From an optimization exercise on the open Yosys and OpenROAD flow, aimed at small area, a short achievable clock period and few clock cycles per item; shortcuts taken in it are not production practice. Function was checked by simulation only, so behaviour that the tests miss may differ from the original. Power is estimated from default activity; no workload was simulated.

==> run a: inputs <==
## icache_top
module icache_top (
    input  logic                    clk,
    input  logic                    rst_n,
    input  logic                    fetch_valid,
    input  logic [31:0]             fetch_addr,
    output logic                    fetch_ready,
    output logic                    resp_valid,
    output logic [31:0]             resp_pc,
    output logic [31:0]             resp_instr0,
    output logic [31:0]             resp_instr1,
    output logic                    resp_second_valid,
    input  logic                    resp_ready,
    input  logic                    flush,
    output logic                    mem_req_valid,
    output logic [31:0]             mem_addr,
    input  logic                    mem_data_valid,
    input  logic [127:0]            mem_data
);
==> flow/config.mk <==
export PLATFORM = sky130hd
export DESIGN_NAME = icache_top
export DESIGN_NICKNAME = icache_top
export VERILOG_FILES = /design/flow/design.v
export SDC_FILE = /design/flow/constraint.sdc
export NUM_CORES = 4
export LEC_CHECK = 0
export CAP_MARGIN = 20
export CORE_MARGIN = 2
export CORE_UTILIZATION = 55
export PLACE_DENSITY = 0.65
export SETUP_SLACK_MARGIN = 2.5
export SLEW_MARGIN = 20
==> flow/constraint.sdc <==
create_clock -name core_clock -period 5.0 [get_ports {clk}]
set_input_delay 1.0000 -clock core_clock [delete_from_list [all_inputs] [get_ports {clk}]]
set_output_delay 1.0000 -clock core_clock [all_outputs]
set_load 0.01 [all_outputs]
run.sh (not shown) runs the stock make flow with config.mk's settings and CLKGATE_MAP_FILE= SYNTH_SCRIPT=/design/flow/synth_recipe.tcl, a recipe that flattens the netlist after the stock synthesis.
==> run b: changes against run a <==
--- a/flow/design.v
+++ b/flow/design.v
@@ -78,25 +78,28 @@
     logic        lw;                     
     logic [3:0]  lw_set;
     logic        lw_way;
     logic [23:0] lw_tag;
     logic        inv_seen;               
-    logic [31:0] dec1;                   
+    logic [31:0] dw0, dw1;               
     logic        hq0, hq1;               
     logic        vq;                     
     logic        mq;                     
+    logic [27:0] mreg;                   
     wire [3:0]  set0 = a0[7:4];
     wire [23:0] tag0 = a0[31:8];
     wire [3:0]  set1 = a1[7:4];
     wire [23:0] tag1 = a1[31:8];
     wire hit1      = hq0 || hq1;
     wire slot_free = !resp_valid || resp_ready;
+    logic r_valid;
+    wire r_free    = !r_valid || slot_free;
     wire inv       = v1 && fb1;
-    wire hit_go    = v1 && !fb1 && hit1 && slot_free;
+    wire hit_go    = v1 && !fb1 && hit1 && r_free;
     wire waiting   = v1 && !fb1 && !hit1;
     wire data_in   = waiting && mem_data_valid;
-    wire byp       = data_in && slot_free;
+    wire byp       = data_in && r_free;
     wire pop       = hit_go || byp;
     wire new_lru1  = hit1 ? hq0 : !vq;
     wire same1 = v1 && !fb1 && mq && (set1 == set0);
     wire samew = lw && !inv_seen && (lw_set == set0);
     wire eq1   = (tag1 == tag0);
@@ -141,23 +144,32 @@
             fb2 <= fbnew;
         end
         if (move01) begin
             a1   <= a0;
             fb1  <= fb0;
-            dec1 <= 32'h1 << a0[7:3];
+            dw0  <= h0r ? (32'h1 << a0[7:3]) : 32'h0;
+            dw1  <= h1r ? (32'h1 << a0[7:3]) : 32'h0;
             hq0  <= h0r;
             hq1  <= h1r;
             vq   <= vic0;
             mq   <= !(h0r || h1r);
+            if (!fb0) begin
+                mreg <= a0[31:4];
+            end
         end else if (inv) begin
             fb1  <= 1'b0;
             hq0  <= 1'b0;
             hq1  <= 1'b0;
+            dw0  <= 32'h0;
+            dw1  <= 32'h0;
             mq   <= 1'b1;
+            mreg <= a1[31:4];
         end else if (data_in) begin
             hq0  <= !vq;
             hq1  <= vq;
+            dw0  <= vq ? 32'h0 : (32'h1 << a1[7:3]);
+            dw1  <= vq ? (32'h1 << a1[7:3]) : 32'h0;
         end
     end
     always_ff @(posedge clk) begin
         if (a0_free) begin
             tq0 <= t0[a0_new[7:4]];
@@ -175,14 +187,11 @@
             inv_seen <= 1'b0;
         end else begin
             inv_seen <= inv || (inv_seen && !a0_free);
         end
     end
-    logic [15:0] set1_oh;
-    always_comb begin
-        for (int s = 0; s < 16; s++) set1_oh[s] = dec1[2*s] || dec1[2*s+1];
-    end
+    wire [15:0] set1_oh = 16'h1 << set1;
     always_ff @(posedge clk) begin
         if (!rst_n) begin
             fs0 <= '0;
             fs1 <= '0;
         end else begin
@@ -206,12 +215,22 @@
             if (pop) begin
                 lru[set1] <= new_lru1;
             end
         end
     end
-    assign mem_req_valid = waiting;
-    assign mem_addr      = {a1[31:4], 4'h0};
+    always_ff @(posedge clk) begin
+        if (!rst_n) begin
+            mem_req_valid <= 1'b0;
+        end else if (move01) begin
+            mem_req_valid <= !fb0 && !(h0r || h1r);
+        end else if (pop || data_in) begin
+            mem_req_valid <= 1'b0;
+        end else if (inv) begin
+            mem_req_valid <= 1'b1;
+        end
+    end
+    assign mem_addr = {mreg, 4'h0};
     always_ff @(posedge clk) begin
         for (int s = 0; s < 16; s++) begin
             if (fs0[s]) begin
                 d0[s] <= mem_data;
                 t0[s] <= tag1;
@@ -220,32 +239,46 @@
                 d1[s] <= mem_data;
                 t1[s] <= tag1;
             end
         end
     end
-    logic [63:0] p0, p1;
+    logic [63:0] ph;
     always_comb begin
-        p0 = '0;
-        p1 = '0;
+        ph = '0;
         for (int s = 0; s < 16; s++) begin
-            p0 = p0 | ({64{dec1[2*s]}} & d0[s][63:0]) | ({64{dec1[2*s+1]}} & d0[s][127:64]);
-            p1 = p1 | ({64{dec1[2*s]}} & d1[s][63:0]) | ({64{dec1[2*s+1]}} & d1[s][127:64]);
+            ph = ph | ({64{dw0[2*s]}} & d0[s][63:0]) | ({64{dw0[2*s+1]}} & d0[s][127:64])
+                    | ({64{dw1[2*s]}} & d1[s][63:0]) | ({64{dw1[2*s+1]}} & d1[s][127:64]);
         end
     end
     wire [63:0] mpair = a1[3] ? mem_data[127:64] : mem_data[63:0];
-    wire [63:0] pr    = !hit1 ? mpair : (hq1 ? p1 : p0);
+    logic [63:0] r_pair;
+    logic [31:0] r_pc;
+    always_ff @(posedge clk) begin
+        if (!rst_n) begin
+            r_valid <= 1'b0;
+        end else if (r_free) begin
+            r_valid <= pop;
+        end
+        if (r_free) begin
+            r_pair <= ph | (mpair & {64{!hit1}});
+            r_pc   <= a1;
+        end
+    end
     always_ff @(posedge clk) begin
         if (!rst_n) begin
             resp_valid <= 1'b0;
-        end else begin
-            resp_valid <= pop || (resp_valid && !resp_ready);
-        end
-    end
-    always_ff @(posedge clk) begin
-        if (slot_free) begin
-            resp_pc           <= a1;
-            resp_instr0       <= a1[2] ? pr[63:32] : pr[31:0];
-            resp_instr1       <= a1[2] ? 32'h0 : pr[63:32];
-            resp_second_valid <= !a1[2];
-        end
+        end else if (slot_free) begin
+            resp_valid <= r_valid;
+        end
+    end
+    wire  [96:0] resp_new = {r_pc,
+                             r_pc[2] ? r_pair[63:32] : r_pair[31:0],
+                             r_pc[2] ? 32'h0 : r_pair[63:32],
+                             !r_pc[2]};
+    logic [96:0] resp_keep;
+    always_ff @(posedge clk) begin
+        if (slot_free && r_valid) begin
+            resp_keep <= resp_new;
+        end
+        {resp_pc, resp_instr0, resp_instr1, resp_second_valid} <= slot_free ? resp_new : resp_keep;
     end
 endmodule
Settings changed: CAP_MARGIN 20 to 30, CORE_UTILIZATION 55 to 50, CTS_CLUSTER_DIAMETER set to 60, CTS_CLUSTER_SIZE set to 27, PLACE_DENSITY 0.65 to 0.6, SLEW_MARGIN 20 to 50.
==> summary.txt <==
buffer share of cell area: 7.20%
CP top delay family: flip-flops
Final HPWL DP: 319000 um
sequential share of cell area: 68.3%
first-pass GRT wire length: 957000 um
SO Viols: slew limit
Post-synth EDFFs: 5143
count of final max-slew check failures: 45
simple-gate share of the synthesized area: 5.18%
Design Power: 92.4 mW
status: finished with violations
Data required, critical path: 4.00 ns
Post-Layout Cell Count: 16800
Final Worst Setup Slack: 2.03 ns
[end of results for run a]
==> summary.txt <==
count of final max-slew check failures: 0
first-pass GRT wire length: 1090000 um
Post-synth EDFFs: 5299
status: finished clean
CP top delay family: simple AND/OR/NAND/NOR gates
Data required, critical path: 5.86 ns
buffer share of cell area: 7.51%
Final Worst Setup Slack: 2.15 ns
sequential share of cell area: 68.5%
Final HPWL DP: 408000 um
Design Power: 93.5 mW
[end of results for run b]
Testbench counts of run a, summed over its fixed seeds: cycles 18,308, items 12,000.
Testbench counts of run b, summed over its fixed seeds: cycles 18,316, items 12,000.

-- afterwards: timing with drivers on the ports --
Ports are ideal in the flow. The routed layouts listed here were re-timed in OpenROAD. Step 1, drivers: a clkbuf_16 drives clk and a buf_2 each remaining input, both assumed. Step 2 moves the port delays by t, midway between the first and last clock arrival at a register: inputs arrive t later, outputs are due t later. That takes back most of the time a late clock gives input paths. Three values: ideal, step 1, step 2; two values: the first two.
run | t (ns) | slack for setup (ns) | hold slack, ns | worst setup path at the end | pins driven straight from the clock port
run a | 1.165 | 2.033 / 1.918 / 1.523 | 0.403 / 0.392 / 0.403 | input to register | 1
run b | 1.139 | 2.147 / 2.147 / 1.604 | 0.421 / 0.421 / 0.421 | input to register | 1
The setup slack of run b, which loses most, moves by 0.000 ns with the drivers and by -0.543 ns with both steps.
